Context: an optimization exercise on an open-source flow, tuned for a short achievable clock period and few clock cycles per item. The choices shown serve that exercise and are no tape-out recipe. Only simulation tests tie the RTL to the original design; equivalence was not proved. Power is estimated from default activity; no workload was simulated.

`flow/run.sh`:
```
#!/bin/bash
# synth_recipe.tcl (not shown) runs the flow's synth.tcl, then flattens the netlist and writes it again
# the make line also repeats each setting of config.mk as NAME=value (left out here)
make -C /OpenROAD-flow-scripts/flow DESIGN_CONFIG=/design/flow/config.mk WORK_HOME=/design/flow/orfs CLKGATE_MAP_FILE= SYNTH_SCRIPT=/design/flow/synth_recipe.tcl finish
```
`flow/config.mk`:
```
export PLATFORM = sky130hd
export DESIGN_NAME = ordered_list_deque_with_search_top
export DESIGN_NICKNAME = ordered_list_deque_with_search_top
export VERILOG_FILES = /design/flow/design.v
export SDC_FILE = /design/flow/constraint.sdc
export NUM_CORES = 4
export LEC_CHECK = 0
export CAP_MARGIN = 20
export CORE_MARGIN = 2
export CORE_UTILIZATION = 40
export SLEW_MARGIN = 20
```
`flow/constraint.sdc`:
```
create_clock -name core_clock -period 7.0 [get_ports {aclk}]
set_input_delay 1.4000 -clock core_clock [delete_from_list [all_inputs] [get_ports {aclk}]]
set_output_delay 1.4000 -clock core_clock [all_outputs]
set_load 0.01 [all_outputs]
```
`flow/design.v`:
```
`timescale 1ns / 1ps
package oldq_pkg;
    localparam int CAPACITY = 16;
    localparam int DATA_W   = 32;
    localparam int PTR_W    = $clog2(CAPACITY);
    localparam int CNT_W    = $clog2(CAPACITY + 1);
    typedef enum logic [2:0] {
        ACT_PUSH_FRONT = 3'd0,
        ACT_PUSH_BACK  = 3'd1,
        ACT_POP_FRONT  = 3'd2,
        ACT_POP_BACK   = 3'd3,
        ACT_READ_ALL   = 3'd4,
        ACT_CLEAR      = 3'd5,
        ACT_SEARCH     = 3'd6,
        ACT_REMOVE     = 3'd7
    } act_t;
    typedef enum logic [1:0] {
        STAT_OK        = 2'd0,
        STAT_EMPTY     = 2'd1,
        STAT_NOT_FOUND = 2'd2,
        STAT_FULL      = 2'd3
    } stat_t;
    typedef enum logic [3:0] {
        OP_NONE       = 4'd0,
        OP_PUSH_FRONT = 4'd1,
        OP_PUSH_BACK  = 4'd2,
        OP_POP_FRONT  = 4'd3,
        OP_POP_BACK   = 4'd4,
        OP_CLEAR      = 4'd5,
        OP_IDX_CLEAR  = 4'd6,
        OP_IDX_INC    = 4'd7,
        OP_SHIFT      = 4'd8,
        OP_DEC        = 4'd9
    } dp_op_t;
    typedef struct packed {
        dp_op_t op;
        logic   load_item;
        logic   hold_load;
        logic   out_load;
        logic   out_from_hold;
        stat_t  res_status;
        logic   res_use_rd;
        logic   out_last;
    } oldq_cmd_t;
    typedef struct packed {
        act_t             act;
        logic             empty;
        logic             full;
        logic             rd_last;
        logic             match;
        logic             shift_more;
        logic             out_free;
        logic [CNT_W-1:0] entry_count;
    } oldq_stat_t;
endpackage
`timescale 1ns / 1ps
module ordered_list_deque_with_search_top (
    input  logic        aclk,
    input  logic        aresetn,
    input  logic        s_tvalid,
    output logic        s_tready,
    input  logic [31:0] s_tdata,    
    input  logic [2:0]  s_tuser,    
    output logic        m_tvalid,
    input  logic        m_tready,
    output logic [31:0] m_tdata,    
    output logic [1:0]  m_tuser,    
    output logic        m_tlast
);
    localparam int N = oldq_pkg::CAPACITY;
    localparam int W = oldq_pkg::DATA_W;
    localparam logic [2:0] A_PF  = 3'd0;
    localparam logic [2:0] A_PB  = 3'd1;
    localparam logic [2:0] A_POF = 3'd2;
    localparam logic [2:0] A_POB = 3'd3;
    localparam logic [2:0] A_RD  = 3'd4;
    localparam logic [2:0] A_CLR = 3'd5;
    localparam logic [2:0] A_SR  = 3'd6;
    localparam logic [2:0] A_RM  = 3'd7;
    localparam logic [1:0] S_OK  = 2'd0;
    localparam logic [1:0] S_EMP = 2'd1;
    localparam logic [1:0] S_NF  = 2'd2;
    localparam logic [1:0] S_FUL = 2'd3;
    logic [W-1:0] mem [N];
    logic [N-1:0] occ;
    logic         isk_valid;
    logic [2:0]   isk_act;
    logic [W-1:0] isk_val;
    logic         r1_valid;
    logic [2:0]   r1_act;
    logic [W-1:0] r1_val;
    logic         r2_valid;
    logic [2:0]   r2_act;
    logic [W-1:0] r2_val;
    logic [N-1:0] r2_m;
    logic [N-1:0] r2_ptr;
    logic         out_valid;
    logic [W-1:0] out_data;
    logic [1:0]   out_stat;
    logic         out_last;
    logic         sk_valid;
    logic [W-1:0] sk_data;
    logic [1:0]   sk_stat;
    logic         sk_last;
    logic         exec, empty, full, found, rd_last, r2_done, advance;
    logic [N-1:0] lastocc, prefix, shl, ld, rsel, occ_n;
    logic         shr;
    logic [W-1:0] rd_data, res_data;
    logic [1:0]   res_stat;
    logic         res_last;
    assign exec  = r2_valid && !sk_valid;
    assign empty = !occ[0];
    assign full  = occ[N-1];
    assign found = |r2_m;
    always_comb begin
        for (int i = 0; i < N; i++) begin
            lastocc[i] = occ[i] && ((i == N-1) ? 1'b1 : !occ[(i+1) % N]);
            prefix[i]  = (i == 0) ? r2_m[0] : (prefix[(i+N-1) % N] | r2_m[i]);
        end
    end
    assign rd_last = |(r2_ptr & lastocc);
    assign r2_done = exec && ((r2_act != A_RD) || empty || rd_last);
    assign advance = !r2_valid || r2_done;
    always_comb begin
        shr = exec && (r2_act == A_PF) && !full;
        for (int i = 0; i < N; i++) begin
            shl[i] = exec && (((r2_act == A_POF) && !empty) || ((r2_act == A_RM) && prefix[i]));
            ld[i]  = exec && (r2_act == A_PB) && !full && !occ[i] &&
                     ((i == 0) ? 1'b1 : occ[(i+N-1) % N]);
        end
        occ_n = occ;
        if (exec) begin
            case (r2_act)
                A_PF, A_PB:   if (!full) occ_n = {occ[N-2:0], 1'b1};
                A_POF, A_POB: occ_n = {1'b0, occ[N-1:1]};
                A_RM:         if (found) occ_n = {1'b0, occ[N-1:1]};
                A_CLR:        occ_n = '0;
                default: ;
            endcase
        end
    end
    always_ff @(posedge aclk) begin
        for (int i = 0; i < N; i++) begin
            if (shr) begin
                mem[i] <= (i == 0) ? r2_val : mem[(i+N-1) % N];
            end else if (shl[i]) begin
                mem[i] <= mem[(i+1) % N];
            end else if (ld[i]) begin
                mem[i] <= r2_val;
            end
        end
    end
    always_comb begin
        for (int i = 0; i < N; i++) begin
            rsel[i] = occ[i] && ((((r2_act == A_POF) || (r2_act == A_RD)) && r2_ptr[i]) ||
                                 ((r2_act == A_POB) && lastocc[i]));
        end
        rd_data = '0;
        for (int i = 0; i < N; i++) begin
            rd_data = rd_data | (mem[i] & {W{rsel[i]}});
        end
        res_data = rd_data;
        res_stat = S_OK;
        res_last = 1'b1;
        case (r2_act)
            A_PF, A_PB: if (full) res_stat = S_FUL;
            A_POF, A_POB: if (empty) res_stat = S_EMP;
            A_RD: begin
                if (empty) res_stat = S_EMP;
                else res_last = rd_last;
            end
            A_SR, A_RM: begin
                if (empty) res_stat = S_EMP;
                else if (!found) res_stat = S_NF;
                else res_data = r2_val;
            end
            default: ;
        endcase
    end
    logic [N-1:0] eq, m_n;
    logic         eq2;
    always_comb begin
        eq2 = (r1_val == r2_val);
        for (int i = 0; i < N; i++) begin
            eq[i] = (r1_val == mem[i]);
        end
        for (int i = 0; i < N; i++) begin
            if (shr) begin
                m_n[i] = (i == 0) ? eq2 : eq[(i+N-1) % N];
            end else if (shl[i]) begin
                m_n[i] = (i == N-1) ? 1'b0 : eq[(i+1) % N];
            end else if (ld[i]) begin
                m_n[i] = eq2;
            end else begin
                m_n[i] = eq[i];
            end
        end
        m_n = m_n & occ_n;
    end
    logic r1_take, s_take;
    assign s_tready = !isk_valid;
    assign s_take   = s_tvalid && !isk_valid;
    assign r1_take  = !r1_valid || advance;
    always_ff @(posedge aclk) begin
        if (!aresetn) begin
            occ       <= '0;
            isk_valid <= 1'b0;
            r1_valid  <= 1'b0;
            r2_valid  <= 1'b0;
        end else begin
            occ <= occ_n;
            if (r1_take) begin
                isk_valid <= 1'b0;
                r1_valid  <= isk_valid || s_take;
            end else if (s_take) begin
                isk_valid <= 1'b1;
            end
            if (advance) begin
                r2_valid <= r1_valid;
            end
        end
    end
    always_ff @(posedge aclk) begin
        if (!isk_valid) begin
            isk_act <= s_tuser;
            isk_val <= s_tdata;
        end
        if (r1_take) begin
            r1_act <= isk_valid ? isk_act : s_tuser;
            r1_val <= isk_valid ? isk_val : s_tdata;
        end
        if (advance) begin
            r2_act <= r1_act;
            r2_val <= r1_val;
            r2_m   <= m_n;
            r2_ptr <= {{(N-1){1'b0}}, 1'b1};
        end else if (exec) begin
            r2_ptr <= {r2_ptr[N-2:0], 1'b0};
        end
    end
    logic out_hold;
    assign out_hold = out_valid && !m_tready;
    always_ff @(posedge aclk) begin
        if (!aresetn) begin
            out_valid <= 1'b0;
            sk_valid  <= 1'b0;
        end else begin
            if (!out_hold) begin
                out_valid <= sk_valid || exec;
                sk_valid  <= 1'b0;
            end else if (exec) begin
                sk_valid  <= 1'b1;
            end
        end
    end
    always_ff @(posedge aclk) begin
        if (!out_hold) begin
            out_data <= sk_valid ? sk_data : res_data;
            out_stat <= sk_valid ? sk_stat : res_stat;
            out_last <= sk_valid ? sk_last : res_last;
        end
        if (!sk_valid) begin
            sk_data <= res_data;
            sk_stat <= res_stat;
            sk_last <= res_last;
        end
    end
    assign m_tvalid = out_valid;
    assign m_tdata  = out_data;
    assign m_tuser  = out_stat;
    assign m_tlast  = out_last;
endmodule
```
==> metrics.md, run 1 <==
| Metric | Value |
|---|---|
| Critical path arrival | 5.13 ns |
| # DRC | 0 |
| Max_cap viols | 0 |
| # setup viols final | 0 |
| Die area | 112,000 sq um |
| Max H-tree Level | 3 |
| Post-synth EDFFs | 633 |
| Post-route ant nets | 0 |
| Post-synthesis register bit count | 740 |
| Peak VDD IR | 0.173 mV |
| Die H | 334 um |
| Reg power frac | 0.458 |
| First-pass GRT wire length | 293,000 um |
| Reg clk slew, reported paths | roughly 0.050 ns |
| Setup TNS | 0 ns |
| Post-DP HPWL | 151,000 um |
| Vias | 37,800 |
| DR pass1 iterations | 9 |
| CTS root buf | clkbuf_16 |
| Async S/R FF share, synth | 0 |
| Share of post-route cells with drive strength above 1 | 0.0959 |
| Comb pwr share | 0.081 |
| Ys Warns | 2 |
| Internal power | 8.01 mW |
| Post-cts sizing count | 0 |
| Final #Nets | 4,164 |
| Hold Crit Class | flop to flop |
| Post-synth top flop | edfxtp_1 |
| Routed WL | 216,000 um |
| Mean Syn Cell Area | 10.3 sq um |
| Final non-filler cell area | 49,100 sq um |
| Initial DRC Count | slightly below 8,000 |
| Io pins | 76 |
| P_sw | 2.75 mW |
| Clock power frac | 0.461 |
| TritonCTS clock tree | yes |
| Cells after synthesis | 4,228 |
| Die Wd | ~330 um |
| Final min period | 4.74 ns |
| All-Layer GR Usage | 0.377 |
| CTS max path bufs | 3 |
| WS Path Type | flop to flop |
| Initial Util | 0.402 |
| Worst-skew pair later-pin latency | 0.73 ns |
| Slew Viols, Final | 0 |
| Global route overflow | 0 |
| Hold buffers post-CTS | 0 |
| Placed Area | 46,100 sq um |
| Post-Syn Nets | 4,267 |
| Final Cycle Share | 0.676 |
| Area Growth Syn to Fin | 12.4% |
| Wirelength per Cell | just under 40 um |
| Core Util, Final | 0.452 |
| Initial antenna violation count | 19 |
| Synth unique cells | 65 |
| Final Hold Viols | 0 |
| Core area | 109,000 sq um |
| P_leak | 16.2 nW |
| Placed cell count | 5,449 |
| Vias in the first global route | 34,000 |
| Mapped Area | 43,700 sq um |
| Total CTS buffers | slightly below 90 |
| Highest clock rate | ~210 MHz |
| Routability cong. | 1.15 |
| CP required | 7.40 ns |
| Pin count of the biggest net entering global routing | 192 |
| RSZ-0062 raised after global routing | false |
| Worst Setup Start Kind | flop |
| Run status | timing/DRC/antenna clean |
| Post-CTS Setup Bufs | 0 |
| Clk sinks | 740 |
| PD cells | ~220 nW/um^2 |
| Worst slew margin | 0.0773 |
| Least-Margin Pin Slew | approximately 1.4 ns |
| Finished Layout Cells | about 5,600 |
| Row Count | 121 |
| Worst setup EP type | flop |
| Net Sw Frac | 0.255 |
| DR vias/cell | a little under 7 |
| Worst-path fanout max | 34 |
| Port bufs | 75 |
| Sequential share of the synthesized area | 0.484 |
| Fin Clk Skew | 0.0378 ns |
layout by cell type (no fill, tap or decap), drive strengths merged, types with 6 or more instances in the layout:
cell type	netlist	final
a22oi	113	113
nand3	58	58
edfxtp	633	633
a32oi	6	6
bufinv	0	10
buf	89	127
a222oi	41	41
clkbuf	306	123
nand2b	8	8
a21boi	8	8
a221oi	45	45
nor2b	44	44
nand4	120	120
a21oi	400	400
nor4	73	73
o21ai	213	213
mux2	69	69
o32a	13	13
nor3	11	11
diode	0	6
a22o	44	44
clkdlybuf4s50	0	75
o211ai	7	7
xnor2	374	374
inv	17	22
clkinv	0	25
nor2	373	373
o22ai	7	7
o22a	14	14
a21o	9	9
dfxtp	107	107
xor2	171	171
mux2i	472	472
nand2	333	333
cell families after synthesis:
logic type | Yosys count | synth area share
AO/OA/AOI/OAI | 953 | 0.136
XOR/XNOR | 545 | 0.109
AND/OR/NAND/NOR | 1037 | 0.107
buffers and inverters | 412 | 0.0374
multiplexers | 541 | 0.126
flip-flops | 740 | 0.484
critical path, stage by stage, from the launching register on:
cell and delay, ns:
edfxtp_1 0.85, nand4bb_1 0.68, a21oi_1 0.66, o31a_2 0.25, buf_4 0.68, a21o_2 0.19
buf_4 0.67, mux2i_1 0.25, o21ai_0 0.10
synth_stat cells, types with 11 or more instances:
master | number | area share
nor4_1 | 72 | 0.010
a221oi_1 | 45 | 0.0090
dfxtp_1 | 107 | 0.049
edfxtp_1 | 633 | 0.44
a22o_1 | 44 | 0.0088
o22a_1 | 14 | 0.0028
xnor2_1 | 374 | 0.075
a22oi_1 | 113 | 0.019
a222oi_1 | 41 | 0.0094
nor2b_1 | 44 | 0.0063
nand4_1 | 120 | 0.017
clkbuf_1 | 306 | 0.026
inv_1 | 16 | 0.0014
xor2_1 | 171 | 0.034
o21ai_0 | 207 | 0.024
nor2_1 | 373 | 0.032
o32a_1 | 13 | 0.0030
mux2i_1 | 472 | 0.11
buf_2 | 61 | 0.0070
buf_1 | 25 | 0.0021
nand2_1 | 333 | 0.029
a21oi_1 | 400 | 0.046
nand3_1 | 58 | 0.0066
mux2_2 | 69 | 0.018
nor3_1 | 11 | 0.0013
metrics by stage:
stage | power, mW | hold WS (ns) | setup slack, ns
2_1_floorplan | 5.46 | 0.400 | 3.04
3_3_place_gp | 5.84 | 0.449 | 2.52
3_5_place_dp | 5.85 | 0.414 | 2.39
4_1_cts | 10.7 | 0.437 | 2.37
5_1_grt | 10.9 | 0.444 | 2.13
6_report | 10.8 | 0.441 | 2.26
final cells by class:
| type | instances | area [sq um] |
|---|---|---|
| Sequential cell | 740 | 21200 |
| Antenna cell | 6 | 15.0 |
| Timing Repair Buffer | 202 | 1760 |
| Clock buffer | 123 | 2490 |
| Multi-Input combinational cell | 3076 | 21300 |
| Fill cell | 10200 | 59500 |
| Inverter | 17 | 63.8 |
| Tap cell | 1414 | 1770 |
| Clock inverter | 43 | 528 |
state kept, by name (all words and copies together) (netlist names), 16 cells and up:
| register | count |
|---|---|
| r1_val | 32 |
| out_data | 32 |
| isk_val | 32 |
| sk_data | 32 |
| occ | 16 |
| r2_val | 32 |
| r2_ptr | 16 |
| mem | 512 |
| r2_m | 16 |
metal layers:
| metal | part of all wire | up-vias | global-route usage | wire length [um] |
|---|---|---|---|---|
| met5 | 0.00087 | - | 0 | 187 |
| met4 | 0.070 | 26 | 0.204 | 15200 |
| met3 | 0.14 | 752 | 0.125 | 30000 |
| met2 | 0.42 | 3244 | 0.549 | 89700 |
| met1 | 0.38 | 18400 | 0.495 | 81100 |
| li1 | - | 15400 | - | - |
worst paths after layout:
kind | to | start | slack, ns | cells after the start
worst max-delay path | mem[12][10] | r2_act[1] | 2.26 | 8
worst min-delay path | r2_act[1] | r1_act[1] | 0.44 | 0
worst max register to register | mem[12][10] | r2_act[1] | 2.26 | 8
worst min register to register | r2_act[1] | r1_act[1] | 0.44 | 0
power groups by stage:
stage | sequential [mW] | combinational (mW) | clock [mW]
after global placement | 5.02 | 0.821 | 0
after CTS | 4.93 | 0.832 | 4.98
after floorplan | 4.98 | 0.483 | 0
after detailed placement | 5.02 | 0.828 | 0
final | 4.93 | 0.871 | 4.96
after global routing | 4.94 | 0.888 | 5.12
Testbench counts, summed over its fixed seeds: cycles 6,591, items 4,000.
==> inputs of run 2 (changes only) <==
--- a/flow/config.mk
+++ b/flow/config.mk
@@ -7,2 +7,3 @@
 export LEC_CHECK = 0
+export ABC_CLOCK_PERIOD_IN_PS = 2000
 export CAP_MARGIN = 20
@@ -10,2 +11,3 @@
 export CORE_UTILIZATION = 40
+export SETUP_SLACK_MARGIN = 4.5
 export SLEW_MARGIN = 20
==> run 2 against run 1 <==
- still clean on timing, DRC and antenna
- sequential share of layout area fell by 8.4 points
- power is 2.1% higher
- cell area rose by 24%
- global-route usage grew 7.5 points
- register-to-register slack better by 1.5 ns
==> metrics.md, run 2 <==
| Metric | Value |
|---|---|
| Reg power frac | 0.448 |
| XOR/XNOR share of the synthesized area | 0.109 |
| Post-synthesis register bit count | 740 |
| Initial antenna violation count | 30 |
| Post-synth EDFFs | 633 |
| Reg with most FFs | mem |
| Post-synth top area cell | edfxtp_1 |
| Hold Crit Class | flop to flop |
| Global route overflow | 0 |
| DR pass1 iterations | 17 |
| Initial DRC Count | 10,500 |
| Hold Startpoint | r1_act[0] |
| Highest clock rate | about 310 MHz |
| Die H | 334 um |
| Worst Setup Start Kind | flop |
| CTS max path bufs | 3 |
| Reg2reg path depth | 7 |
| Clk sinks | 740 |
| Run status | timing/DRC/antenna clean |
| Worst slew margin | 0.0889 |
| Io pins | 76 |
| PD cells | roughly 180 nW/um^2 |
| Post-synthesis compound-gate area fraction | 0.136 |
| Share of the synthesized area in the top cell type | 0.435 |
| Hold Path Stages | 0 |
| Final #Nets | 4,698 |
| Synth top cells by count | 633 x edfxtp_1, 472 x mux2i_1, 400 x a21oi_1 |
| Fin Clk Skew | 0.0575 ns |
| First-pass GRT wire length | ~340,000 um |
| Storage element area | 21,200 sq um |
| Crit path capture | r2_m[2] |
| Final min period | 3.19 ns |
| P_leak | 22.2 nW |
| Synth Area in Simple Gates | 0.107 |
| Initial Util | 0.402 |
| Final Hold Viols | 0 |
| Vias | 46,200 |
| CTS root buf | clkbuf_16 |
| Share of post-route cells with drive strength above 1 | 0.285 |
| RSZ-0062 raised after global routing | true |
| Synth unique cells | 65 |
| Core Util, Final | 0.561 |
| Sequential share of the synthesized area | 0.484 |
| Multiplexer share of the synthesized area | 0.126 |
| TritonCTS clock tree | yes |
| Largest register FFs | about 510 |
| R2r startpoint | r1_val[13] |
| Post-Syn Nets | 4,267 |
| Post-DP HPWL | 151,000 um |
| Main combinational cell family by area after synthesis | compound AO/OA/AOI/OAI gates |
| Worst-path fanout max | 18 |
| Routability cong. | 1.11 |
| Fillcell total | between 8,000 and 9,000 |
| Routed WL | 299,000 um |
| Critical path arrival | approximately 3.8 ns |
| Crit path launch | r1_val[13] |
| # setup viols final | 0 |
| All-Layer GR Usage | 0.452 |
| Max_cap viols | 0 |
| Row Count | 121 |
| Worst R2R Setup Slack | 3.81 ns |
| Cells after synthesis | 4,228 |
| P_sw | 2.97 mW |
| Port bufs | 75 |
| Synth top area cells | edfxtp_1 44%, mux2i_1 11%, xnor2_1 7.5% |
| Peak VDD IR | 0.183 mV |
| Async S/R FF share, synth | 0 |
| WS Path Type | flop to flop |
| Comb pwr share | 0.110 |
| Post-synth top flop | edfxtp_1 |
| Max H-tree Level | 3 |
| Final Cycle Share | 0.456 |
| Slew Viols, Final | 0 |
| Least-Margin Pin Slew | 1.35 ns |
| Core area | 109,000 sq um |
| Pin count of the biggest net entering global routing | 98 |
| Post-route ant nets | 0 |
| Area Growth Syn to Fin | 39.5% |
| Mapped Area | 43,700 sq um |
| Worst setup EP type | flop |
| Setup TNS | 0 ns |
| Area of the multi-input gates | 24,600 sq um |
| Net Sw Frac | 0.270 |
| Ys Warns | 2 |
| Die area | 112,000 sq um |
| Worst-skew pair later-pin latency | around 0.74 ns |
| Wirelength per Cell | 48.5 um |
| FF-to-FF End | r2_m[2] |
| Most frequent cells in the layout | 633 x edfxtp_1, 466 x mux2i_1, 366 x a21oi_1 |
| Mean Syn Cell Area | just over 10 sq um |
| DR vias/cell | 7.50 |
| Total CTS buffers | 90 |
| Hold buffers post-CTS | 0 |
| Die Wd | approximately 330 um |
| Reg clk slew, reported paths | 0.06 ns |
| Internal power | 8.02 mW |
| Commonest non-fill, non-tap cell in the layout | edfxtp_1 |
| Vias in the first global route | 38,000 |
| Clock power frac | 0.442 |
| Cell with the most instances after synthesis | edfxtp_1 |
| # DRC | 0 |
| Adder-cell area share of the yosys netlist | 0 |
| CP required | around 7.6 ns |
-- run 2: cell counts after synthesis --
Identical to the previous run, type by type.
-- run 2: power groups by stage --
stage | clock network (mW) | logic [mW] | registers [mW]
global route | 4.97 | 1.18 | 4.92
floorplan | 0 | 0.487 | 4.98
global placement | 0 | 0.811 | 5.04
detailed placement | 0 | 0.817 | 5.04
finish | 4.86 | 1.21 | 4.92
CTS | 4.80 | 1.03 | 4.91
-- run 2: per-layer routing --
metal / vias up / share of wire / track usage
met5: - / 0.0060 / 0.0230
met4: 56 / 0.12 / 0.334
met3: 1935 / 0.19 / 0.208
met2: 5448 / 0.37 / 0.620
met1: 22300 / 0.32 / 0.551
li1: 16500 / - / -
-- run 2: cells by family (layout without fill, tap and decap cells) --
logic type                Yosys count  in the layout
AOI/OAI and AO/OA                 953            959
buffers and inverters             412            906
xor gates and xnor gates          545            545
other                               0             15
DFF                               740            740
and+or+nand+nor                  1037           1044
muxes                             541            541
-- run 2: per-stage QoR --
step	power, mW	hold WS [ns]	instance area [sq um]	worst slack [ns]	instances
after CTS	10.7	0.455	56100	4.23	5921
after global routing	11.1	0.470	60900	3.83	6155
after global placement	5.85	0.439	46000	2.64	5438
after detailed placement	5.86	0.425	46100	2.58	5440
final	11.0	0.450	60900	3.81	6164
after floorplan	5.46	0.400	43900	3.61	4228
-- run 2: worst min path at each step --
| stage | end | slack, ns |
|---|---|---|
| after CTS | r2_act[0] | 0.45 |
| after floorplan | r2_act[0] | 0.40 |
| after global routing | r2_act[0] | 0.47 |
| final | r2_act[0] | 0.45 |
| after detailed placement | r2_act[0] | 0.42 |
| after global placement | r2_act[0] | 0.44 |
-- run 2: area by class of cell --
cell class,count,share of cell area
multi-input combinational,3089,0.405
timing repair buffer,721,0.170
sequential,740,0.347
tap,1414,0.0290
inverter,17,0.00113
clock inverter,42,0.00552
antenna,15,0.000616
clock buffer,126,0.0422
-- run 2: repair_timing --
| item | in CTS | in global routing |
|---|---|---|
| buffers inserted | 249 | 150 |
| resized for setup | 825 | 471 |
| pin swaps | 155 | 226 |
| endpoints found under the setup margin | 1250 | 1073 |
| gates cloned | 64 | 78 |
-- run 2: worst max-delay path: stages (launching register included) --
cell and delay, ns:
edfxtp_1 0.36, buf_8 0.25, xor2_1 0.28, nor4_4 1.03, nand4_1 0.27, nor2_4 0.40, o22ai_1 0.19, nor3_2 0.20
==> inputs of run 3 (changes only) <==
--- a/flow/design.v
+++ b/flow/design.v
@@ -92,3 +92,2 @@
     logic         r2_valid;
-    logic [2:0]   r2_act;
     logic [W-1:0] r2_val;
@@ -96,2 +95,11 @@
     logic [N-1:0] r2_ptr;
+    logic [1:0]   r2_stat;
+    logic         r2_rd;       
+    logic         r2_hit;      
+    logic         r2_pf;       
+    logic         r2_pb;       
+    logic         r2_pof;      
+    logic         r2_pop;      
+    logic         r2_rm;       
+    logic         r2_clr;
     logic         out_valid;
@@ -104,12 +112,8 @@
     logic         sk_last;
-    logic         exec, empty, full, found, rd_last, r2_done, advance;
-    logic [N-1:0] lastocc, prefix, shl, ld, rsel, occ_n;
+    logic         exec, rd_last, r2_done, advance;
+    logic [N-1:0] lastocc, prefix, shl, ld, occ_n;
     logic         shr;
     logic [W-1:0] rd_data, res_data;
-    logic [1:0]   res_stat;
     logic         res_last;
-    assign exec  = r2_valid && !sk_valid;
-    assign empty = !occ[0];
-    assign full  = occ[N-1];
-    assign found = |r2_m;
+    assign exec = r2_valid && !sk_valid;
     always_comb begin
@@ -121,10 +125,9 @@
     assign rd_last = |(r2_ptr & lastocc);
-    assign r2_done = exec && ((r2_act != A_RD) || empty || rd_last);
+    assign r2_done = exec && (!r2_rd || rd_last);
     assign advance = !r2_valid || r2_done;
     always_comb begin
-        shr = exec && (r2_act == A_PF) && !full;
-        for (int i = 0; i < N; i++) begin
-            shl[i] = exec && (((r2_act == A_POF) && !empty) || ((r2_act == A_RM) && prefix[i]));
-            ld[i]  = exec && (r2_act == A_PB) && !full && !occ[i] &&
-                     ((i == 0) ? 1'b1 : occ[(i+N-1) % N]);
+        shr = exec && r2_pf;
+        for (int i = 0; i < N; i++) begin
+            shl[i] = exec && (r2_pof || (r2_rm && prefix[i]));
+            ld[i]  = exec && r2_pb && !occ[i] && ((i == 0) ? 1'b1 : occ[(i+N-1) % N]);
         end
@@ -132,9 +135,5 @@
         if (exec) begin
-            case (r2_act)
-                A_PF, A_PB:   if (!full) occ_n = {occ[N-2:0], 1'b1};
-                A_POF, A_POB: occ_n = {1'b0, occ[N-1:1]};
-                A_RM:         if (found) occ_n = {1'b0, occ[N-1:1]};
-                A_CLR:        occ_n = '0;
-                default: ;
-            endcase
+            if (r2_pf || r2_pb) occ_n = {occ[N-2:0], 1'b1};
+            if (r2_pop || r2_rm) occ_n = {1'b0, occ[N-1:1]};
+            if (r2_clr) occ_n = '0;
         end
@@ -153,30 +152,12 @@
     always_comb begin
-        for (int i = 0; i < N; i++) begin
-            rsel[i] = occ[i] && ((((r2_act == A_POF) || (r2_act == A_RD)) && r2_ptr[i]) ||
-                                 ((r2_act == A_POB) && lastocc[i]));
-        end
         rd_data = '0;
         for (int i = 0; i < N; i++) begin
-            rd_data = rd_data | (mem[i] & {W{rsel[i]}});
-        end
-        res_data = rd_data;
-        res_stat = S_OK;
-        res_last = 1'b1;
-        case (r2_act)
-            A_PF, A_PB: if (full) res_stat = S_FUL;
-            A_POF, A_POB: if (empty) res_stat = S_EMP;
-            A_RD: begin
-                if (empty) res_stat = S_EMP;
-                else res_last = rd_last;
-            end
-            A_SR, A_RM: begin
-                if (empty) res_stat = S_EMP;
-                else if (!found) res_stat = S_NF;
-                else res_data = r2_val;
-            end
-            default: ;
-        endcase
-    end
-    logic [N-1:0] eq, m_n;
-    logic         eq2;
+            rd_data = rd_data | (mem[i] & {W{r2_ptr[i]}});
+        end
+        res_data = rd_data | (r2_val & {W{r2_hit}});
+        res_last = !r2_rd || rd_last;
+    end
+    logic [N-1:0] eq, m_n, lastocc_n;
+    logic         eq2, empty_n, full_n, found_n;
+    logic [1:0]   stat_n;
     always_comb begin
@@ -198,2 +179,18 @@
         m_n = m_n & occ_n;
+        for (int i = 0; i < N; i++) begin
+            lastocc_n[i] = occ_n[i] && ((i == N-1) ? 1'b1 : !occ_n[(i+1) % N]);
+        end
+        empty_n = !occ_n[0];
+        full_n  = occ_n[N-1];
+        found_n = |m_n;
+        stat_n  = S_OK;
+        case (r1_act)
+            A_PF, A_PB: if (full_n) stat_n = S_FUL;
+            A_POF, A_POB, A_RD: if (empty_n) stat_n = S_EMP;
+            A_SR, A_RM: begin
+                if (empty_n) stat_n = S_EMP;
+                else if (!found_n) stat_n = S_NF;
+            end
+            default: ;
+        endcase
     end
@@ -232,6 +229,18 @@
         if (advance) begin
-            r2_act <= r1_act;
-            r2_val <= r1_val;
-            r2_m   <= m_n;
-            r2_ptr <= {{(N-1){1'b0}}, 1'b1};
+            r2_val  <= r1_val;
+            r2_m    <= m_n;
+            r2_stat <= stat_n;
+            r2_rd   <= (r1_act == A_RD) && !empty_n;
+            r2_hit  <= ((r1_act == A_SR) || (r1_act == A_RM)) && found_n;
+            r2_pf   <= (r1_act == A_PF) && !full_n;
+            r2_pb   <= (r1_act == A_PB) && !full_n;
+            r2_pof  <= (r1_act == A_POF) && !empty_n;
+            r2_pop  <= ((r1_act == A_POF) || (r1_act == A_POB)) && !empty_n;
+            r2_rm   <= (r1_act == A_RM) && found_n;
+            r2_clr  <= (r1_act == A_CLR);
+            case (r1_act)
+                A_POF, A_RD: r2_ptr <= {{(N-1){1'b0}}, occ_n[0]};
+                A_POB:       r2_ptr <= lastocc_n;
+                default:     r2_ptr <= '0;
+            endcase
         end else if (exec) begin
@@ -258,3 +267,3 @@
             out_data <= sk_valid ? sk_data : res_data;
-            out_stat <= sk_valid ? sk_stat : res_stat;
+            out_stat <= sk_valid ? sk_stat : r2_stat;
             out_last <= sk_valid ? sk_last : res_last;
@@ -263,3 +272,3 @@
             sk_data <= res_data;
-            sk_stat <= res_stat;
+            sk_stat <= r2_stat;
             sk_last <= res_last;
--- a/flow/config.mk
+++ b/flow/config.mk
@@ -10,4 +10,4 @@
 export CORE_MARGIN = 2
-export CORE_UTILIZATION = 40
-export SETUP_SLACK_MARGIN = 4.5
+export CORE_UTILIZATION = 55
+export SETUP_SLACK_MARGIN = 4.8
 export SLEW_MARGIN = 20
==> run 3 against run 2 <==
- the flow now stops in global routing (5_1_grt)
- synthesized cell count is 1.6% higher
- area after synthesis barely moved
==> metrics.md, run 3 <==
| Metric | Value |
|---|---|
| Run status | stopped before the end |
| Failing step | global routing (5_1_grt) |
| Stop err | [ERROR GRT-0232] Routing congestion too high. Check the congestion heatmap in the GUI. |
| Row Count | approximately 100 |
| Post-synthesis compound-gate area fraction | 0.133 |
| Port bufs | 75 |
| Async S/R FF share, synth | 0 |
| XOR/XNOR share of the synthesized area | 0.109 |
| Sequential share of the synthesized area | 0.492 |
| Cell with the most instances after synthesis | nand2_1 |
| Hold buffers post-CTS | 0 |
| Max H-tree Level | 3 |
| Mean Syn Cell Area | 10.2 sq um |
| Post-synth top area cell | edfxtp_1 |
| Clk sinks | 747 |
| Post-synth EDFFs | 656 |
| Synth top cells by count | 672 x nand2_1, 656 x edfxtp_1, 416 x xor2_1 |
| Pin count of the biggest net entering global routing | 131 |
| CTS root buf | clkbuf_16 |
| Multiplexer share of the synthesized area | 0.0986 |
| Io pins | 76 |
| Synth unique cells | 73 |
| Die H | 286 um |
| Die Wd | 286 um |
| Adder-cell area share of the yosys netlist | 0 |
| Post-synth top flop | edfxtp_1 |
| Ys Warns | 2 |
| Initial Util | 0.554 |
| Share of the synthesized area in the top cell type | 0.451 |
| Routability cong. | 1.29 |
| All-Layer GR Usage | 0.695 |
| Main combinational cell family by area after synthesis | compound AO/OA/AOI/OAI gates |
| Synth Area in Simple Gates | 0.125 |
| Total CTS buffers | between 80 and 90 |
| CTS max path bufs | 3 |
| Mapped Area | 43,700 sq um |
| Cells after synthesis | ~4,300 |
| Synth top area cells | edfxtp_1 45%, xor2_1 8.3%, mux2i_1 8.1% |
| Post-DP HPWL | 144,000 um |
| Post-synthesis register bit count | 747 |
| Post-Syn Nets | 4,333 |
| Global route overflow | 2 |
==> run 3: changes by cell type after synthesis, sizes merged, moves of 37 or more <==
cell,delta
nand2,+340
nor2,-187
mux2i,-120
buf,+58
o21ai,+170
a22oi,+50
a21oi,-337
a31oi,+130
xor2,+245
clkbuf,-49
xnor2,-246
nor3,+37
nor4,+47
==> run 3: power by group through the flow <==
stage,clock [mW],combinational [mW],sequential (mW)
4_1_cts,4.87,1.14,5.05
2_1_floorplan,0,0.534,5.10
3_5_place_dp,0,0.847,5.22
3_3_place_gp,0,0.831,5.21
==> run 3: worst min path at each step <==
stage	start	depth (start not counted)	slack (ns)	endpoint
after floorplan	r1_val[0]	0	0.42	r2_val[0]
after detailed placement	sk_data[3]	2	0.45	sk_data[3]
after CTS	sk_data[25]	2	0.45	sk_data[25]
after global placement	sk_data[29]	2	0.44	sk_data[29]
==> run 3: cell families after synthesis <==
family	count (synthesis)
buffers and inverters	445
XOR/XNOR	544
AO/OA/AOI/OAI	911
AND/OR/NAND/NOR	1225
flip-flops	747
multiplexers	422
==> run 3: through the flow <==
step / setup slack [ns] / area, sq um / instances
after detailed placement: 2.53 / 45100 / 5096
after floorplan: 4.19 / 44000 / 4294
after CTS: 3.82 / 57000 / 5651
after global placement: 2.57 / 45100 / 5096
==> run 3: timing repair <==
item / CTS
setup buffers: 314
endpoints found under the setup margin: 1275
pin swaps: 149
resized for setup: 1022
cloned: 83
==> run 3: per-layer routing <==
metal  overflow  GRT usage
met1          0      0.740
met2          2      0.832
met3          0      0.540
met4          0      0.612
met5          0      0.379
Testbench counts of run 3, summed over its fixed seeds: cycles 6,591, items 4,000.
==> inputs of run 4 (changes only) <==
--- a/flow/design.v
+++ b/flow/design.v
@@ -92,2 +92,3 @@
     logic         r2_valid;
+    logic [2:0]   r2_act;
     logic [W-1:0] r2_val;
@@ -95,5 +96,8 @@
     logic [N-1:0] r2_ptr;
-    logic [1:0]   r2_stat;
+    logic         r2_empty;    
+    logic         r2_full;     
+    logic         r2_found;    
     logic         r2_rd;       
-    logic         r2_hit;      
+    logic         r2_rdlast;   
+    logic         r2_srm;      
     logic         r2_pf;       
@@ -101,3 +105,3 @@
     logic         r2_pof;      
-    logic         r2_pop;      
+    logic         r2_pob;      
     logic         r2_rm;       
@@ -113,5 +117,6 @@
     logic         exec, rd_last, r2_done, advance;
-    logic [N-1:0] lastocc, prefix, shl, ld, occ_n;
-    logic         shr;
+    logic [N-1:0] lastocc, prefix, firstm, shl, ld, gone, occ_n;
+    logic         shr, ins;
     logic [W-1:0] rd_data, res_data;
+    logic [1:0]   res_stat;
     logic         res_last;
@@ -122,5 +127,6 @@
             prefix[i]  = (i == 0) ? r2_m[0] : (prefix[(i+N-1) % N] | r2_m[i]);
-        end
-    end
-    assign rd_last = |(r2_ptr & lastocc);
+            firstm[i]  = r2_m[i] && ((i == 0) ? 1'b1 : !prefix[(i+N-1) % N]);
+        end
+    end
+    assign rd_last = r2_rdlast;
     assign r2_done = exec && (!r2_rd || rd_last);
@@ -129,5 +135,8 @@
         shr = exec && r2_pf;
-        for (int i = 0; i < N; i++) begin
-            shl[i] = exec && (r2_pof || (r2_rm && prefix[i]));
-            ld[i]  = exec && r2_pb && !occ[i] && ((i == 0) ? 1'b1 : occ[(i+N-1) % N]);
+        ins = exec && (r2_pf || r2_pb);
+        for (int i = 0; i < N; i++) begin
+            shl[i]  = exec && (r2_pof || (r2_rm && prefix[i]));
+            ld[i]   = exec && r2_pb && !occ[i] && ((i == 0) ? 1'b1 : occ[(i+N-1) % N]);
+            gone[i] = exec && (r2_clr || (r2_pof && (i == 0)) || (r2_pob && lastocc[i]) ||
+                               (r2_rm && firstm[i]));
         end
@@ -136,3 +145,3 @@
             if (r2_pf || r2_pb) occ_n = {occ[N-2:0], 1'b1};
-            if (r2_pop || r2_rm) occ_n = {1'b0, occ[N-1:1]};
+            if (r2_pof || r2_pob || (r2_rm && r2_found)) occ_n = {1'b0, occ[N-1:1]};
             if (r2_clr) occ_n = '0;
@@ -156,8 +165,17 @@
         end
-        res_data = rd_data | (r2_val & {W{r2_hit}});
+        res_data = rd_data | (r2_val & {W{r2_srm && r2_found}});
         res_last = !r2_rd || rd_last;
-    end
-    logic [N-1:0] eq, m_n, lastocc_n;
+        res_stat = S_OK;
+        case (r2_act)
+            A_PF, A_PB: if (r2_full) res_stat = S_FUL;
+            A_POF, A_POB, A_RD: if (r2_empty) res_stat = S_EMP;
+            A_SR, A_RM: begin
+                if (r2_empty) res_stat = S_EMP;
+                else if (!r2_found) res_stat = S_NF;
+            end
+            default: ;
+        endcase
+    end
+    logic [N-1:0] eqm, m_n, lastocc_n;
     logic         eq2, empty_n, full_n, found_n;
-    logic [1:0]   stat_n;
     always_comb begin
@@ -165,3 +183,3 @@
         for (int i = 0; i < N; i++) begin
-            eq[i] = (r1_val == mem[i]);
+            eqm[i] = (r1_val == mem[i]) && occ[i];
         end
@@ -169,5 +187,5 @@
             if (shr) begin
-                m_n[i] = (i == 0) ? eq2 : eq[(i+N-1) % N];
+                m_n[i] = (i == 0) ? eq2 : eqm[(i+N-1) % N];
             end else if (shl[i]) begin
-                m_n[i] = (i == N-1) ? 1'b0 : eq[(i+1) % N];
+                m_n[i] = (i == N-1) ? 1'b0 : eqm[(i+1) % N];
             end else if (ld[i]) begin
@@ -175,6 +193,6 @@
             end else begin
-                m_n[i] = eq[i];
-            end
-        end
-        m_n = m_n & occ_n;
+                m_n[i] = eqm[i] && !gone[i];
+            end
+        end
+        found_n = (|(eqm & ~gone)) || (ins && eq2);
         for (int i = 0; i < N; i++) begin
@@ -184,13 +202,2 @@
         full_n  = occ_n[N-1];
-        found_n = |m_n;
-        stat_n  = S_OK;
-        case (r1_act)
-            A_PF, A_PB: if (full_n) stat_n = S_FUL;
-            A_POF, A_POB, A_RD: if (empty_n) stat_n = S_EMP;
-            A_SR, A_RM: begin
-                if (empty_n) stat_n = S_EMP;
-                else if (!found_n) stat_n = S_NF;
-            end
-            default: ;
-        endcase
     end
@@ -229,13 +236,17 @@
         if (advance) begin
-            r2_val  <= r1_val;
-            r2_m    <= m_n;
-            r2_stat <= stat_n;
-            r2_rd   <= (r1_act == A_RD) && !empty_n;
-            r2_hit  <= ((r1_act == A_SR) || (r1_act == A_RM)) && found_n;
-            r2_pf   <= (r1_act == A_PF) && !full_n;
-            r2_pb   <= (r1_act == A_PB) && !full_n;
-            r2_pof  <= (r1_act == A_POF) && !empty_n;
-            r2_pop  <= ((r1_act == A_POF) || (r1_act == A_POB)) && !empty_n;
-            r2_rm   <= (r1_act == A_RM) && found_n;
-            r2_clr  <= (r1_act == A_CLR);
+            r2_act   <= r1_act;
+            r2_val   <= r1_val;
+            r2_m     <= m_n;
+            r2_empty <= empty_n;
+            r2_full  <= full_n;
+            r2_found <= found_n;
+            r2_rd    <= (r1_act == A_RD) && !empty_n;
+            r2_srm   <= (r1_act == A_SR) || (r1_act == A_RM);
+            r2_pf    <= (r1_act == A_PF) && !full_n;
+            r2_pb    <= (r1_act == A_PB) && !full_n;
+            r2_pof   <= (r1_act == A_POF) && !empty_n;
+            r2_pob   <= (r1_act == A_POB) && !empty_n;
+            r2_rm    <= (r1_act == A_RM);
+            r2_clr   <= (r1_act == A_CLR);
+            r2_rdlast <= occ_n[0] && !occ_n[1];
             case (r1_act)
@@ -246,3 +257,4 @@
         end else if (exec) begin
-            r2_ptr <= {r2_ptr[N-2:0], 1'b0};
+            r2_ptr    <= {r2_ptr[N-2:0], 1'b0};
+            r2_rdlast <= |({r2_ptr[N-2:0], 1'b0} & lastocc);
         end
@@ -267,3 +279,3 @@
             out_data <= sk_valid ? sk_data : res_data;
-            out_stat <= sk_valid ? sk_stat : r2_stat;
+            out_stat <= sk_valid ? sk_stat : res_stat;
             out_last <= sk_valid ? sk_last : res_last;
@@ -272,3 +284,3 @@
             sk_data <= res_data;
-            sk_stat <= r2_stat;
+            sk_stat <= res_stat;
             sk_last <= res_last;
--- a/flow/config.mk
+++ b/flow/config.mk
@@ -7,6 +7,6 @@
 export LEC_CHECK = 0
-export ABC_CLOCK_PERIOD_IN_PS = 2000
 export CAP_MARGIN = 20
 export CORE_MARGIN = 2
-export CORE_UTILIZATION = 55
+export CORE_UTILIZATION = 40
+export PLACE_DENSITY = 0.5
 export SETUP_SLACK_MARGIN = 4.8
==> run 4 against run 3 <==
- the run now finishes clean
- synthesized cell count grew 3.7%
- area after synthesis grew 1.2%
==> metrics.md, run 4 <==
| Metric | Value |
|---|---|
| Mean Syn Cell Area | 9.93 sq um |
| Largest register FFs | 512 |
| Most frequent CP cell | buf_6 |
| Initial antenna violation count | 33 |
| Hold Crit Class | flop to flop |
| Async S/R FF share, synth | 0 |
| WS Path Type | flop to flop |
| CTS max path bufs | 3 |
| Routability cong. | roughly 1.1 |
| Post-synth top area cell | edfxtp_1 |
| Worst slew margin | 0.181 |
| Final Cycle Share | 0.442 |
| Fin Clk Skew | 0.0401 ns |
| R2r startpoint | r2_m[7] |
| FF-to-FF End | r2_found |
| Synth top cells by count | 721 x nand2_1, 661 x edfxtp_1, 319 x o21ai_0 |
| Peak VDD IR | 0.223 mV |
| Wirelength per Cell | roughly 47 um |
| Max incr delay on CP | ~0.7 ns |
| Reg with most FFs | mem |
| Met2 routed WL | 113,000 um |
| Max H-tree Level | 3 |
| Final #Nets | 4,885 |
| PD cells | 190 nW/um^2 |
| Final min period | 3.10 ns |
| Share of post-route cells with drive strength above 1 | 0.290 |
| Hold buffers post-CTS | 0 |
| Cell with the most instances after synthesis | nand2_1 |
| Vias in the first global route | ~39,000 |
| DR vias/cell | a little over 7 |
| Worst R2R Setup Slack | 3.90 ns |
| Post-Syn Nets | 4,494 |
| Reg2reg path depth | 11 |
| CP required | 7.42 ns |
| Highest clock rate | 323 MHz |
| Worst Setup Start Kind | flop |
| RSZ-0062 raised after global routing | true |
| Pin count of the biggest net entering global routing | 196 |
| Met3 Wirelength | 51,800 um |
| P_leak | between 20 and 25 nW |
| Synth top area cells | edfxtp_1 45%, mux2i_1 6.9%, nand2_1 6.1% |
| # setup viols final | 0 |
| Hold Startpoint | sk_data[23] |
| Synth unique cells | 72 |
| M1 WL | 105,000 um |
| Worst path bufs/invs | 5 |
| Critical path arrival | approximately 3.5 ns |
| Clk sinks | 752 |
| Cells after synthesis | 4,455 |
| Core Util, Final | 0.562 |
| Crit path launch | r2_m[7] |
| Run status | timing/DRC/antenna clean |
| Ys Warns | 2 |
| Commonest non-fill, non-tap cell in the layout | edfxtp_1 |
| DR pass1 iterations | 14 |
| Post-synthesis register bit count | ~750 |
| Post-synth top flop | edfxtp_1 |
| Worst setup EP type | flop |
| Total CTS buffers | 90 |
| Area Growth Syn to Fin | 38.9% |
| Post-DP HPWL | 170,000 um |
| Highest metal used | met5 |
| First-pass GRT wire length | 378,000 um |
| Post-route ant nets | 0 |
| Worst-path fanout max | 3 |
| Worst-skew pair later-pin latency | ~0.74 ns |
| Post-synth EDFFs | 661 |
| Io pins | 76 |
| Final Hold Viols | 0 |
| Die Wd | 337 um |
| Slew Viols, Final | 0 |
| Die H | approximately 340 um |
| Routed WL | a little over 300,000 um |
| Max_cap viols | 0 |
| Port bufs | 75 |
| Vias | 45,900 |
| Most frequent cells in the layout | 661 x edfxtp_1, 581 x nand2_1, 281 x mux2i_1 |
| # DRC | 0 |
| Least-Margin Pin Slew | 1.22 ns |
| Sequential share of the synthesized area | 0.490 |
| Global route overflow | 0 |
| Hold EP | sk_data[23] |
| CTS root buf | clkbuf_16 |
| Die area | 113,000 sq um |
| Crit-path leading delay family | compound AO/OA/AOI/OAI gates |
| Hold Path Stages | 2 |
| TritonCTS clock tree | yes |
| Mapped Area | 44,200 sq um |
| Core area | 109,000 sq um |
| Setup TNS | 0 ns |
| All-Layer GR Usage | 0.502 |
| Initial DRC Count | 9,689 |
| Crit-path cells | nor4_4, buf_4, buf_6, buf_6, nand3_4, buf_6, buf_4, o31ai_1, o32ai_4, nor4b_1, nand4_1 |
| Share of the synthesized area in the top cell type | 0.449 |
| Reg clk slew, reported paths | 0.07 ns |
| Slowest CP cell | o31ai_1 |
| Row Count | 121 |
| Initial Util | 0.405 |
run 4: changes by cell type after synthesis, moves of 33 or more:
cell	change
a21oi_1	+85
mux2i_1	-49
nor4_1	-43
clkbuf_1	+44
a221oi_1	+33
nand2_1	+49
nor2_1	+99
xor2_1	-148
xnor2_1	+148
o21ai_0	-55
run 4: tightest hold or removal path: cells and delay by family, from the launching register on:
kind	cells	cell delay, ns
DFF	1	0.30
AOI/OAI and AO/OA	1	0.06
buffers and inverters	1	0.04
run 4: how the worst max path moves through the flow:
stage          cells after the start  slack [ns]    endpoint
4_1_cts                           10        4.28    r2_found
6_report                          11        3.90    r2_found
3_5_place_dp                       6        2.80  mem[8][18]
5_1_grt                           11        3.88    r2_found
3_3_place_gp                       5        2.56   mem[7][7]
2_1_floorplan                      5        3.91   mem[6][0]
run 4: cells by family (layout without fill, tap and decap cells):
family                 count (synthesis)  count (layout)  share of synthesized area
multiplexers                         370             370                     0.0856
AND/OR/NAND/NOR                     1353            1369                      0.133
buffers and inverters                463             911                     0.0431
XOR/XNOR                             544             544                      0.108
AO/OA/AOI/OAI                        973             975                      0.140
flip-flops                           752             752                      0.490
other                                  0              24                          0
run 4: area by class of cell:
| class | count | area (sq um) |
|---|---|---|
| Multi-Input combinational cell | 3258 | 24800 |
| Tap cell | 1476 | 1850 |
| Antenna cell | 24 | 60.1 |
| Fill cell | 9362 | 47900 |
| Inverter | 46 | 209 |
| Clock inverter | 46 | 638 |
| Timing Repair inverter | 1 | 7.51 |
| Clock buffer | 121 | 2520 |
| Sequential cell | 752 | 21700 |
| Timing Repair Buffer | 697 | 9660 |
run 4: where the power goes:
part	internal, mW	switching [mW]	total [mW]
clock network	3.05	2.18	5.23
logic	0.489	0.881	1.37
registers	4.97	0.0840	5.05
total	8.51	3.15	11.7
run 4: timing repair:
item,4_1_cts,5_1_grt
gates resized for setup,1104,382
endpoints found under the hold margin,0,0
setup endpoints to repair,1245,1106
cloned,77,26
setup buffers,277,110
pin swaps,224,164
run 4: layer usage:
layer | up-vias | GRT usage
li1 | 17100 | -
met1 | 22500 | 0.617
met2 | 4737 | 0.668
met3 | 1497 | 0.258
met4 | 41 | 0.360
met5 | - | 0.00553
run 4: per-stage QoR:
stage               instances  area, sq um  power (mW)  hold slack, ns  worst slack, ns
floorplan                4455        44700        5.62           0.421             3.91
global placement         5737        46800        6.08           0.440             2.56
detailed placement       5740        46900        6.09           0.445             2.80
CTS                      6261        58500        11.4           0.453             4.28
global route             6406        61400        11.8           0.472             3.88
finish                   6421        61400        11.7           0.453             3.90
Testbench counts of run 4, summed over its fixed seeds: cycles 6,591, items 4,000.
==> inputs of run 5 (changes only) <==
--- a/flow/design.v
+++ b/flow/design.v
@@ -117,4 +117,4 @@
     logic         exec, rd_last, r2_done, advance;
-    logic [N-1:0] lastocc, prefix, firstm, shl, ld, gone, occ_n;
-    logic         shr, ins;
+    logic [N-1:0] lastocc, prefix, shl, ld, kill, gone, occ_n;
+    logic         shr, ins, multi;
     logic [W-1:0] rd_data, res_data;
@@ -127,3 +127,6 @@
             prefix[i]  = (i == 0) ? r2_m[0] : (prefix[(i+N-1) % N] | r2_m[i]);
-            firstm[i]  = r2_m[i] && ((i == 0) ? 1'b1 : !prefix[(i+N-1) % N]);
+        end
+        multi = 1'b0;
+        for (int i = 1; i < N; i++) begin
+            multi = multi | (r2_m[i] && prefix[i-1]);
         end
@@ -139,4 +142,4 @@
             ld[i]   = exec && r2_pb && !occ[i] && ((i == 0) ? 1'b1 : occ[(i+N-1) % N]);
-            gone[i] = exec && (r2_clr || (r2_pof && (i == 0)) || (r2_pob && lastocc[i]) ||
-                               (r2_rm && firstm[i]));
+            kill[i] = exec && (r2_clr || (r2_pob && lastocc[i]));
+            gone[i] = exec && (r2_clr || (r2_pof && (i == 0)) || (r2_pob && lastocc[i]));
         end
@@ -193,6 +196,10 @@
             end else begin
-                m_n[i] = eqm[i] && !gone[i];
-            end
-        end
-        found_n = (|(eqm & ~gone)) || (ins && eq2);
+                m_n[i] = eqm[i] && !kill[i];
+            end
+        end
+        if (exec && r2_rm && r2_found && eq2) begin
+            found_n = multi;
+        end else begin
+            found_n = (|(eqm & ~gone)) || (ins && eq2);
+        end
         for (int i = 0; i < N; i++) begin
--- a/flow/config.mk
+++ b/flow/config.mk
@@ -9,5 +9,5 @@
 export CORE_MARGIN = 2
-export CORE_UTILIZATION = 40
-export PLACE_DENSITY = 0.5
-export SETUP_SLACK_MARGIN = 4.8
+export CORE_UTILIZATION = 35
+export PLACE_DENSITY = 0.45
+export SETUP_SLACK_MARGIN = 5.0
 export SLEW_MARGIN = 20
==> run 5 against run 4 <==
- via count increased by 0.67%
- flip-flop and latch count unchanged
- utilization decreased by 4.1 points
- worst setup slack improved by 0.037 ns
- critical endpoint unchanged
- largest power group unchanged
==> metrics.md, run 5 <==
| Metric | Value |
|---|---|
| Run status | timing/DRC/antenna clean |
| Post-synth top flop | edfxtp_1 |
| Wirelength per Cell | roughly 49 um |
| Setup TNS | 0 ns |
| Critical path arrival | 3.66 ns |
| Crit-path cells | buf_6, xnor2_1, nand4_1, nor4_2, nand3_1, o32ai_2, nor2_1, a32oi_1 |
| P_leak | 24.1 nW |
| Largest register FFs | 512 |
| Cell with the most instances after synthesis | edfxtp_1 |
| Ys Warns | 2 |
| First-pass GRT wire length | 398,000 um |
| Worst Setup Start Kind | flop |
| Post-DP HPWL | 172,000 um |
| Multiplexer share of the synthesized area | 0.111 |
| # DRC | 0 |
| Fin Clk Skew | 0.0574 ns |
| TritonCTS clock tree | yes |
| Port bufs | between 70 and 80 |
| # setup viols final | 0 |
| Initial Util | 0.353 |
| Placed Area | 47,000 sq um |
| Share of the synthesized area in the top cell type | 0.448 |
| Final Cycle Share | 0.437 |
| Routability cong. | 1.17 |
| All-Layer GR Usage | 0.462 |
| Initial antenna violation count | 40 |
| Commonest non-fill, non-tap cell in the layout | edfxtp_1 |
| Vias | 46,200 |
| Synth unique cells | 66 |
| Die H | roughly 360 um |
| Hold Path Stages | 2 |
| Least-Margin Pin Slew | 1.07 ns |
| Worst slew margin | 0.287 |
| Synth top cells by count | 661 x edfxtp_1, 596 x nand2_1, 446 x xnor2_1 |
| Hold EP | sk_data[11] |
| Post-synth top area cell | edfxtp_1 |
| Vias in the first global route | 39,600 |
| DR vias/cell | between 6 and 7 |
| Max incr delay on CP | between 0.7 and 0.8 ns |
| Reg clk slew, reported paths | 0.06 ns |
| Row Count | 130 |
| Final min period | 3.06 ns |
| Max_cap viols | 0 |
| Worst-path fanout max | 18 |
| RSZ-0062 raised after global routing | true |
| Synth Area in Simple Gates | 0.116 |
| R2r startpoint | r1_val[26] |
| Cells after synthesis | 4,336 |
| Max H-tree Level | 3 |
| Global route overflow | 0 |
| Post-route ant nets | 0 |
| Post-place setup slack | roughly 2.8 ns |
| Hold Crit Class | flop to flop |
| WS Path Type | flop to flop |
| Clk sinks | 752 |
| Share of post-route cells with drive strength above 1 | 0.334 |
| Hold buffers post-CTS | 0 |
| Async S/R FF share, synth | 0 |
| Final non-filler cell area | 65,500 sq um |
| Mean Syn Cell Area | 10.2 sq um |
| Die area | 130,000 sq um |
| Worst setup EP type | flop |
| Area of the multi-input gates | 25,700 sq um |
| Slew Viols, Final | 0 |
| FF-to-FF End | r2_found |
| Smallest setup slack after layout | 3.94 ns |
| Main combinational cell family by area after synthesis | compound AO/OA/AOI/OAI gates |
| Pin count of the biggest net entering global routing | 71 |
| Adder-cell area share of the yosys netlist | 0.000677 |
| Slowest CP cell | xnor2_1 |
| Fillcell total | between 10,000 and 15,000 |
| Synth top area cells | edfxtp_1 45%, mux2i_1 9.4%, xnor2_1 8.8% |
| Total CTS buffers | 92 |
| Core Util, Final | 0.521 |
| CP required | 7.60 ns |
| DR pass1 iterations | 14 |
| Core area | 126,000 sq um |
| Post-synthesis compound-gate area fraction | 0.134 |
| Highest clock rate | 327 MHz |
| Io pins | 76 |
| CTS max path bufs | 3 |
| Reg2reg path depth | 8 |
| XOR/XNOR share of the synthesized area | 0.107 |
| Reg with most FFs | mem |
| Mapped Area | 44,300 sq um |
| Sequential share of the synthesized area | 0.489 |
| Post-synthesis register bit count | 752 |
| Area Growth Syn to Fin | 47.7% |
| Initial DRC Count | 9,102 |
| Most frequent cells in the layout | 661 x edfxtp_1, 476 x nand2_1, 380 x mux2i_1 |
| Storage element area | 21,700 sq um |
| Tot Pwr | 11.9 mW |
| Peak VDD IR | just under 0.2 mV |
| Crit path launch | r1_val[26] |
| Post-synth EDFFs | 661 |
| Post-Syn Nets | 4,375 |
| Hold Startpoint | sk_data[11] |
| Routed WL | 323,000 um |
| CTS root buf | clkbuf_16 |
| Worst R2R Setup Slack | 3.94 ns |
| Worst-skew pair later-pin latency | around 0.80 ns |
| Die Wd | 360 um |
| PD cells | approximately 180 nW/um^2 |
| Final Hold Viols | 0 |
| Final #Nets | 4,889 |
-- run 5: changes by cell type after synthesis, moves of 29 or more --
| cell | before | now |
|---|---|---|
| mux2i_1 | 303 | 415 |
| o21ai_1 | 2 | 52 |
| buf_2 | 93 | 57 |
| nand4_1 | 108 | 142 |
| xor2_1 | 268 | 94 |
| xnor2_1 | 276 | 446 |
| o21ai_0 | 319 | 367 |
| nor2_1 | 283 | 190 |
| nor4_1 | 75 | 46 |
| a31oi_1 | 161 | 63 |
| nand2_1 | 721 | 596 |
-- run 5: repair_timing --
action                     4_1_cts  5_1_grt
gates cloned                   135       40
pin swaps                      140      287
resized for setup             1172      664
setup endpoints to repair     1313     1056
setup buffers                  311      114
-- run 5: final cells by class --
class | count | share of cell area
Antenna cell | 22 | 0.000841
Clock buffer | 127 | 0.0400
Clock inverter | 45 | 0.0113
Inverter | 57 | 0.00336
Multi-Input combinational cell | 3149 | 0.393
Sequential cell | 752 | 0.331
Tap cell | 1650 | 0.0315
Timing Repair Buffer | 798 | 0.189
-- run 5: kinds of logic after synthesis --
family,Yosys count
AOI/OAI and AO/OA,954
xor gates and xnor gates,540
adders and majority gates,3
buffers and inverters,457
DFF,752
muxes,483
and+or+nand+nor,1147
-- run 5: how the worst max path moves through the flow --
stage / cells after the start / end / slack (ns)
2_1_floorplan: 7 / mem[10][0] / 3.59
3_3_place_gp: 7 / r2_m[6] / 2.83
3_5_place_dp: 7 / mem[15][18] / 2.82
4_1_cts: 10 / mem[13][12] / 4.17
5_1_grt: 8 / r2_found / 4.08
6_report: 8 / r2_found / 3.94
-- run 5: where the power goes --
group	switching [mW]	total [mW]	internal, mW
clock network	2.22	5.47	3.25
logic	0.888	1.41	0.521
registers	0.0806	5.04	4.96
-- run 5: per-layer routing --
layer | wire length, um | up-vias | share of wire | track usage
met5 | 1410 | - | 0.0044 | 0.0200
met4 | 33300 | 46 | 0.10 | 0.335
met3 | 54000 | 1551 | 0.17 | 0.232
met2 | 123000 | 4613 | 0.38 | 0.626
met1 | 111000 | 22900 | 0.35 | 0.559
li1 | - | 17100 | - | -
-- run 5: per-stage QoR --
| step | instances | hold slack [ns] |
|---|---|---|
| 5_1_grt | 6585 | 0.474 |
| 2_1_floorplan | 4336 | 0.425 |
| 6_report | 6600 | 0.451 |
| 3_5_place_dp | 5806 | 0.441 |
| 3_3_place_gp | 5801 | 0.439 |
| 4_1_cts | 6424 | 0.455 |
-- run 5: worst max-delay path, delay by kind of cell, from the launching register on --
family,cells,cell delay [ns]
AO/OA/AOI/OAI,2,0.42
flip-flops,1,0.38
AND/OR/NAND/NOR,4,1.16
buffers and inverters,1,0.20
XOR/XNOR,1,0.72
Testbench counts of run 5, summed over its fixed seeds: cycles 6,591, items 4,000.

re-timing with driven ports:
The flow's constraints put no driver on any port. The routed layouts listed below were extracted and timed again, unchanged, in two steps. Step 1 (the two cells are an assumption about what drives the block):
set clk [get_ports {aclk}]
set_driving_cell -lib_cell sky130_fd_sc_hd__clkbuf_16 $clk
set_driving_cell -lib_cell sky130_fd_sc_hd__buf_2 [delete_from_list [all_inputs] $clk]
Step 2 also shifts input and output timing later by t, the mid clock arrival at the registers, as if the neighbouring blocks saw the same clock. a / b / c = no drivers / after step 1 / after step 2; a / b = the first two.
| run | t, ns | slack for setup (ns) | worst setup path at the end | latest minus earliest clock arrival (ns) |
|---|---|---|---|---|
| run 1 | 0.785 | 2.265 / 2.265 / 2.265 | register to register | 0.038 / 0.038 |
| run 2 | 0.794 | 3.807 / 3.807 / 3.807 | register to register | 0.059 / 0.058 |
| run 4 | 0.804 | 3.904 / 3.904 / 3.904 | register to register | 0.041 / 0.041 |
| run 5 | 0.849 | 3.941 / 3.941 / 3.941 | register to register | 0.057 / 0.058 |
After both steps setup and hold are still met in every run listed.
